This is an optimization exercise on Yosys and OpenROAD, whose aim is small area, a short achievable clock period and few clock cycles per item, not a production implementation.
Function was checked by simulation only, so behaviour that the tests miss may differ from the original.
No activity file was given, so power comes from the tool's default toggle rates.

==> job 8315 <==
Design fnv1a_hashed_bucket_table_unit, start of the top module:
module fnv1a_hashed_bucket_table_unit #(
  parameter int TABLE_DEPTH     = fhbt_pkg::TABLE_DEPTH_DEF,
  parameter int VALUE_WIDTH     = fhbt_pkg::VALUE_WIDTH_DEF,
  parameter int MAX_NAME_LENGTH = fhbt_pkg::MAX_NAME_LENGTH_DEF
) (
  input  logic                         clk_i,
  input  logic                         rst_ni,
  input  logic                         start_i,
  output logic                         busy_o,
  input  logic [fhbt_pkg::CMD_W-1:0]   command_i,
  input  logic [fhbt_pkg::BYTE_W-1:0]  name_byte_i,
  input  logic                         name_last_i,
  input  logic [fhbt_pkg::NV_W-1:0]    new_value_i,
  input  logic                         table_entries_we_i,
  input  logic [fhbt_pkg::TE_W-1:0]    table_entries_i,
  output logic                         done_o,
  output logic                         status_o,
  output logic [fhbt_pkg::FOUND_W-1:0] found_value_o,
  output logic [fhbt_pkg::SLOT_W-1:0]  slot_index_o,
  output logic [fhbt_pkg::COUNT_W-1:0] entry_count_o
);
  logic        in_valid_q;
  logic [1:0]  in_cmd_q;
  logic [7:0]  in_byte_q;
  logic        in_last_q;
  logic [31:0] in_value_q;
  logic [31:0] ent_value_q;
  logic [6:0]   div;
  logic [7:0]   div3;
  logic [191:0] res;
  logic        ent_valid, ent_create, ent_add, ent_unc;
  logic [23:0] ent_s, ent_c;
  logic [7:0]  ent_lo;
  logic        ent_e;
  logic        done_q;
  assign done_o = done_q && rst_ni;
  always_ff @(posedge clk_i or negedge rst_ni) begin
    if (!rst_ni) begin
      in_valid_q <= 1'b0;
    end else begin
      in_valid_q <= start_i && !busy_o;
    end
  end
  always_ff @(posedge clk_i) begin
    in_cmd_q    <= command_i;
    in_byte_q   <= name_byte_i;
    in_last_q   <= name_last_i;
    in_value_q  <= new_value_i;
    ent_value_q <= in_value_q;
  end
  fhbt_residues u_residues (
    .clk_i   (clk_i),
    .rst_ni  (rst_ni),
    .te_we_i (table_entries_we_i),
    .te_i    (table_entries_i),
    .div_o   (div),
    .div3_o  (div3),
    .res_o   (res),
    .busy_o  (busy_o)
  );
  fhbt_ctrl u_ctrl (
  ...
clock: 6.5 ns
lec_check: 0
abc_clock_period_in_ps: 3000
cap_margin: 20
core_margin: 2
core_utilization: 40
cts_buf_list: sky130_fd_sc_hd__clkbuf_16
cts_cluster_diameter: 100
cts_cluster_size: 22
place_density: 0.6
setup_slack_margin: 3.1
slew_margin: 20
run.sh (not shown) runs the stock make flow with config.mk's settings and CLKGATE_MAP_FILE= SYNTH_SCRIPT=/design/flow/synth_recipe.tcl, a recipe that flattens the netlist after the stock synthesis.
==> inputs of job 4103, as changes to job 8315 <==
--- a/flow/design.v
+++ b/flow/design.v
@@ -726,47 +726,39 @@
   input  logic         ent_uncreated_i,
   input  logic [23:0]  ent_s_i,
   input  logic [23:0]  ent_c_i,
   input  logic         ent_e_i,
   input  logic [7:0]   ent_lo_i,
-  input  logic [31:0]  ent_value_i,
+  input  logic [31:0]  add_value_i,   
+  output logic         add_done_o,    
   output logic         done_o,        
   output logic         status_o,
   output logic [31:0]  found_value_o,
   output logic [7:0]   slot_index_o,
   output logic [15:0]  entry_count_o
 );
   logic        n_valid, n_create, n_add, n_unc;
-  logic [31:0] n_value;
   assign n_valid  = ent_valid_i;
   assign n_create = ent_create_i;
   assign n_add    = ent_add_i;
   assign n_unc    = ent_uncreated_i;
-  assign n_value  = ent_value_i;
   logic        z_valid, z_create, z_add, z_unc;
-  logic [31:0] z_value;
   logic        a_valid, a_create, a_add, a_unc;
-  logic [31:0] a_value;
   logic        b_valid, b_create, b_add, b_unc;
-  logic [31:0] b_value;
   logic        c_valid, c_create, c_add, c_unc;
-  logic [31:0] c_value;
   logic        d_valid, d_create, d_add, d_unc;
-  logic [31:0] d_value;
   logic        e_valid, e_create, e_add, e_unc;
-  logic [31:0] e_value;
   logic [31:0] z_hash;
   always_ff @(posedge clk_i) z_hash <= {ent_s_i + ent_c_i + 24'(ent_e_i), ent_lo_i};
   always_ff @(posedge clk_i or negedge rst_ni) begin
     if (!rst_ni) z_valid <= 1'b0;
     else         z_valid <= n_valid;
   end
   always_ff @(posedge clk_i) begin
     z_create <= n_create;
     z_add    <= n_add;
     z_unc    <= n_unc;
-    z_value  <= n_value;
   end
   logic [5:0] res [32];
   for (genvar i = 0; i < 32; i++) begin : g_res
     assign res[i] = res_i[6*i +: 6];
   end
@@ -1296,11 +1288,10 @@
   end
   always_ff @(posedge clk_i) begin
     a_create <= z_create;
     a_add    <= z_add;
     a_unc    <= z_unc;
-    a_value  <= z_value;
   end
   logic q1, q2;
   logic q3, q4;
   logic q5, q6;
   logic q7, q8;
@@ -1367,11 +1358,10 @@
   end
   always_ff @(posedge clk_i) begin
     b_create <= a_create;
     b_add    <= a_add;
     b_unc    <= a_unc;
-    b_value  <= a_value;
   end
   logic [11:0] c_d8, c_d16, c_d24;
   logic [8:0]  c_next, c_rem;   
   assign c_d8  = {1'b0, b_sum} - {2'b00, div_i, 3'b000};
   assign c_d16 = {1'b0, b_sum} - {1'b0, div_i, 4'b0000};
@@ -1389,11 +1379,10 @@
   end
   always_ff @(posedge clk_i) begin
     c_create <= b_create;
     c_add    <= b_add;
     c_unc    <= b_unc;
-    c_value  <= b_value;
   end
   logic [9:0]  d_d2, d_d4, d_d6;
   logic [6:0]  d_r2;   
   logic [7:0]  d_d1;
   logic [5:0]  d_next;
@@ -1414,11 +1403,10 @@
   end
   always_ff @(posedge clk_i) begin
     d_create <= c_create;
     d_add    <= c_add;
     d_unc    <= c_unc;
-    d_value  <= c_value;
   end
   assign d_d1   = {1'b0, d_rem} - {1'b0, div_i};
   assign d_next = d_d1[7] ? d_rem[5:0] : d_d1[5:0];
   always_ff @(posedge clk_i or negedge rst_ni) begin
     if (!rst_ni) e_valid <= 1'b0;
@@ -1426,33 +1414,36 @@
   end
   always_ff @(posedge clk_i) begin
     e_create <= d_create;
     e_add    <= d_add;
     e_unc    <= d_unc;
-    e_value  <= d_value;
   end
   logic [5:0]  slot;
   logic [63:0] sel;
-  logic        t_we, t_clr;   
+  logic [63:0] wen;
+  logic        t_clr;   
   always_ff @(posedge clk_i) begin
     slot <= d_next;
-    for (int g = 0; g < 64; g++) sel[g] <= (d_next == 6'(g)) || d_create;
-    t_we  <= d_valid && (d_create || (d_add && !d_unc));
+    for (int g = 0; g < 64; g++) begin
+      sel[g] <= (d_next == 6'(g));
+      wen[g] <= d_valid && (d_create || (d_add && !d_unc && d_next == 6'(g)));
+    end
     t_clr <= d_valid && d_create;
   end
   logic        t_create, t_write, t_lookup;
   logic [31:0] mem_q [64];
   logic [31:0] wdata;
   logic [31:0] rdata;
   logic [15:0] count_q;
   assign t_create = e_valid && e_create;
   assign t_write  = e_valid && !e_create && !e_unc && e_add;
   assign t_lookup = !e_create && !e_unc && !e_add;
-  assign wdata    = t_clr ? 32'd0 : e_value;
+  assign wdata    = t_clr ? 32'd0 : add_value_i;
+  assign add_done_o = e_valid && !e_create && e_add;
   for (genvar g = 0; g < 64; g++) begin : g_word
     always_ff @(posedge clk_i) begin
-      if (t_we && sel[g]) mem_q[g] <= wdata;
+      if (wen[g]) mem_q[g] <= wdata;
     end
   end
   always_comb begin
     rdata = '0;
     for (int g = 0; g < 64; g++) rdata |= mem_q[g] & {32{sel[g]}};
@@ -1500,21 +1491,47 @@
 );
   logic        in_valid_q;
   logic [1:0]  in_cmd_q;
   logic [7:0]  in_byte_q;
   logic        in_last_q;
-  logic [31:0] in_value_q;
-  logic [31:0] ent_value_q;
+  localparam int VQ = 3;
+  logic [31:0] vq_q [VQ];
+  logic [1:0]  wr_q, rd_q, cnt_q;
+  logic [1:0]  cnt_next;
+  logic        full_q;
+  logic        add_in, add_done;
+  logic        res_busy;
   logic [6:0]   div;
   logic [7:0]   div3;
   logic [191:0] res;
   logic        ent_valid, ent_create, ent_add, ent_unc;
   logic [23:0] ent_s, ent_c;
   logic [7:0]  ent_lo;
   logic        ent_e;
   logic        done_q;
   assign done_o = done_q && rst_ni;
+  assign busy_o = res_busy || full_q;
+  assign add_in   = start_i && !busy_o && name_last_i && (command_i == fhbt_pkg::CMD_ADD);
+  assign cnt_next = cnt_q + 2'(add_in) - 2'(add_done);
+  always_ff @(posedge clk_i or negedge rst_ni) begin
+    if (!rst_ni) begin
+      wr_q   <= '0;
+      rd_q   <= '0;
+      cnt_q  <= '0;
+      full_q <= 1'b0;
+    end else begin
+      if (add_in)   wr_q <= (wr_q == 2'(VQ - 1)) ? 2'd0 : wr_q + 2'd1;
+      if (add_done) rd_q <= (rd_q == 2'(VQ - 1)) ? 2'd0 : rd_q + 2'd1;
+      cnt_q  <= cnt_next;
+      full_q <= (cnt_next == 2'(VQ));
+    end
+  end
+  always_ff @(posedge clk_i) begin
+    for (int i = 0; i < VQ; i++) begin
+      if (add_in && wr_q == 2'(i)) vq_q[i] <= new_value_i;
+    end
+  end
   always_ff @(posedge clk_i or negedge rst_ni) begin
     if (!rst_ni) begin
       in_valid_q <= 1'b0;
     end else begin
       in_valid_q <= start_i && !busy_o;
@@ -1522,22 +1539,20 @@
   end
   always_ff @(posedge clk_i) begin
     in_cmd_q    <= command_i;
     in_byte_q   <= name_byte_i;
     in_last_q   <= name_last_i;
-    in_value_q  <= new_value_i;
-    ent_value_q <= in_value_q;
   end
   fhbt_residues u_residues (
     .clk_i   (clk_i),
     .rst_ni  (rst_ni),
     .te_we_i (table_entries_we_i),
     .te_i    (table_entries_i),
     .div_o   (div),
     .div3_o  (div3),
     .res_o   (res),
-    .busy_o  (busy_o)
+    .busy_o  (res_busy)
   );
   fhbt_ctrl u_ctrl (
     .clk_i           (clk_i),
     .rst_ni          (rst_ni),
     .valid_i         (in_valid_q),
@@ -1565,11 +1580,12 @@
     .ent_uncreated_i (ent_unc),
     .ent_s_i         (ent_s),
     .ent_c_i         (ent_c),
     .ent_e_i         (ent_e),
     .ent_lo_i        (ent_lo),
-    .ent_value_i     (ent_value_q),
+    .add_value_i     (vq_q[rd_q]),
+    .add_done_o      (add_done),
     .done_o          (done_q),
     .status_o        (status_o),
     .found_value_o   (found_value_o),
     .slot_index_o    (slot_index_o),
     .entry_count_o   (entry_count_o)
Settings changed: CTS_CLUSTER_SIZE 22 to 26, SETUP_SLACK_MARGIN 3.1 to 3.3.
==> inputs of job 8528, as changes to job 8315 <==
--- a/flow/design.v
+++ b/flow/design.v
@@ -32,13 +32,12 @@
   output logic        ent_e_o,
   output logic [7:0]  ent_lo_o
 );
   localparam logic [23:0] BASIS_HI = 24'h811C9D;
   localparam logic [7:0]  BASIS_LO = 8'hC5;
-  logic [23:0] sx_q, s_q, c_q;
-  logic [7:0]  lox_q, lo_q;
-  logic        go, hold;
+  logic [23:0] s_q, c_q;
+  logic [7:0]  lo_q;
   logic [5:0]  cnt_q;
   logic        ended_q;
   logic        created_q;
   logic        is_name, is_create, finish, takes;
   logic        e_q;
@@ -50,12 +49,10 @@
   logic        e_n;
   assign is_name   = valid_i && (command_i == fhbt_pkg::CMD_ADD || command_i == fhbt_pkg::CMD_LOOKUP);
   assign is_create = valid_i && (command_i == fhbt_pkg::CMD_CREATE);
   assign finish    = is_name && name_last_i;
   assign takes     = !ended_q && (name_byte_i != 8'd0) && !cnt_q[5];
-  assign s_q  = sx_q ^ BASIS_HI;
-  assign lo_q = lox_q ^ BASIS_LO;
   assign y    = lo_q ^ name_byte_i;
   logic f1, f2;
   logic f3, f4;
   logic f5, f6;
   logic f7, f8;
@@ -617,37 +614,34 @@
   assign e_f    = lo_sum[8];
   assign s_n  = takes ? s_f  : s_q;
   assign c_n  = takes ? c_f  : c_q;
   assign lo_n = takes ? lo_f : lo_q;
   assign e_n  = takes ? e_f  : e_q;
-  assign go   = is_name && takes && !finish;
-  assign hold = !is_create && !finish && !(is_name && takes);
-  always_ff @(posedge clk_i or negedge rst_ni) begin
-    if (!rst_ni) begin
-      sx_q  <= '0;
-      c_q   <= '0;
-      lox_q <= '0;
-      e_q   <= 1'b0;
-    end else begin
-      sx_q  <= (sx_q & {24{hold}}) | ((s_f ^ BASIS_HI) & {24{go}});
-      c_q   <= (c_q & {24{hold}}) | (c_f & {24{go}});
-      lox_q <= (lox_q & {8{hold}}) | ((lo_f ^ BASIS_LO) & {8{go}});
-      e_q   <= (e_q & hold) | (e_f & go);
-    end
-  end
   always_ff @(posedge clk_i or negedge rst_ni) begin
     if (!rst_ni) begin
+      s_q         <= BASIS_HI;
+      c_q         <= '0;
+      lo_q        <= BASIS_LO;
+      e_q         <= 1'b0;
       cnt_q       <= '0;
       ended_q     <= 1'b0;
       created_q   <= 1'b0;
       ent_valid_o <= 1'b0;
     end else begin
       ent_valid_o <= finish || is_create;
       if (is_create || finish) begin
+        s_q     <= BASIS_HI;
+        c_q     <= '0;
+        lo_q    <= BASIS_LO;
+        e_q     <= 1'b0;
         cnt_q   <= '0;
         ended_q <= 1'b0;
       end else if (is_name) begin
+        s_q  <= s_n;
+        c_q  <= c_n;
+        lo_q <= lo_n;
+        e_q  <= e_n;
         if (name_byte_i == 8'd0) ended_q <= 1'b1;
         if (takes) cnt_q <= cnt_q + 6'd1;
       end
       if (is_create) created_q <= 1'b1;
     end
@@ -1428,31 +1422,26 @@
     e_create <= d_create;
     e_add    <= d_add;
     e_unc    <= d_unc;
     e_value  <= d_value;
   end
-  logic [5:0]  slot;
-  logic [63:0] sel;
-  logic        t_we, t_clr;   
-  always_ff @(posedge clk_i) begin
-    slot <= d_next;
-    for (int g = 0; g < 64; g++) sel[g] <= (d_next == 6'(g)) || d_create;
-    t_we  <= d_valid && (d_create || (d_add && !d_unc));
-    t_clr <= d_valid && d_create;
-  end
+  logic [5:0] slot;
+  always_ff @(posedge clk_i) slot <= d_next;
   logic        t_create, t_write, t_lookup;
+  logic [63:0] sel;
   logic [31:0] mem_q [64];
   logic [31:0] wdata;
   logic [31:0] rdata;
   logic [15:0] count_q;
   assign t_create = e_valid && e_create;
   assign t_write  = e_valid && !e_create && !e_unc && e_add;
   assign t_lookup = !e_create && !e_unc && !e_add;
-  assign wdata    = t_clr ? 32'd0 : e_value;
+  assign wdata    = t_create ? 32'd0 : e_value;
   for (genvar g = 0; g < 64; g++) begin : g_word
+    assign sel[g] = (slot == 6'(g));
     always_ff @(posedge clk_i) begin
-      if (t_we && sel[g]) mem_q[g] <= wdata;
+      if (t_create || (t_write && sel[g])) mem_q[g] <= wdata;
     end
   end
   always_comb begin
     rdata = '0;
     for (int g = 0; g < 64; g++) rdata |= mem_q[g] & {32{sel[g]}};
Settings changed: CTS_BUF_LIST sky130_fd_sc_hd__clkbuf_16 to unset, CTS_CLUSTER_DIAMETER 100 to unset, CTS_CLUSTER_SIZE 22 to unset, SETUP_SLACK_MARGIN 3.1 to 3.0.
==> qor summary <==
metric                                                          job 8315        job 4103        job 8528
Outcome                                                   finished clean  finished clean  finished clean
Synth Area in Compound Gates                                       0.105           0.106          0.0939
Htree depth                                                            4               3               5
Adder and majority cell fraction of the synthesized area          0.0792          0.0803          0.0798
Fillers                                                            23500           23300           22900
Signal buffers                                                       379             431             506
Floorplan row count                                                  192             191             191
Simple-Gate Fraction of Synth Area                                0.0432          0.0424          0.0567
Reg2Reg Setup Slack                                              2.83 ns         3.13 ns         2.81 ns
Drt wl/cell                                                      37.2 um         38.0 um         36.2 um
Area of the die                                               0.279 mm^2      0.277 mm^2      0.277 mm^2
Reported net switching power                                     18.5 mW         17.6 mW         16.5 mW
Switching fraction of total power                                  0.361           0.360           0.316
Max IR drop VDD                                                   335 uV          363 uV          312 uV
Synth Warn #                                                           7               9               7
Internal cell power                                              32.6 mW         31.4 mW         35.7 mW
Clock-pin slew on the worst setup and hold paths                 0.09 ns         0.11 ns         0.06 ns
Peak Freq                                                        272 MHz         296 MHz         271 MHz
Testbench counts of job 8315, summed over its fixed seeds: cycles 11,678, items 1,288.
Testbench counts of job 4103, summed over its fixed seeds: cycles 11,722, items 1,288.
Testbench counts of job 8528, summed over its fixed seeds: cycles 11,678, items 1,288.

-- afterwards: timing with drivers on the ports --
The results above use ideal ports. As a check the final layouts listed here were re-extracted and re-timed, cells and wires unchanged. Step 1 (the two cells are an assumption about what drives the block):
set clk [get_ports {clk_i}]
set_driving_cell -lib_cell sky130_fd_sc_hd__clkbuf_16 $clk
set_driving_cell -lib_cell sky130_fd_sc_hd__buf_2 [delete_from_list [all_inputs] $clk]
Step 2, shift: input delay + t, output delay - t, t = (earliest + latest rising clock arrival at the registers) / 2. This alone moves slack from input paths to output paths. a / b / c = ideal / step 1 / step 2; a / b = the first two.
run | t (ns) | slack for setup (ns) | cell pins on the clock port's net
job 8315 | 0.948 | 2.830 / 2.830 / 2.771 | 1
job 4103 | 0.916 | 3.127 / 3.127 / 3.012 | 1
job 8528 | 0.949 | 2.811 / 2.811 / 2.811 | 1
After both steps setup and hold are still met in every run listed. The setup slack of job 4103, which loses most, moves by 0.000 ns with the drivers and by -0.115 ns with both steps.
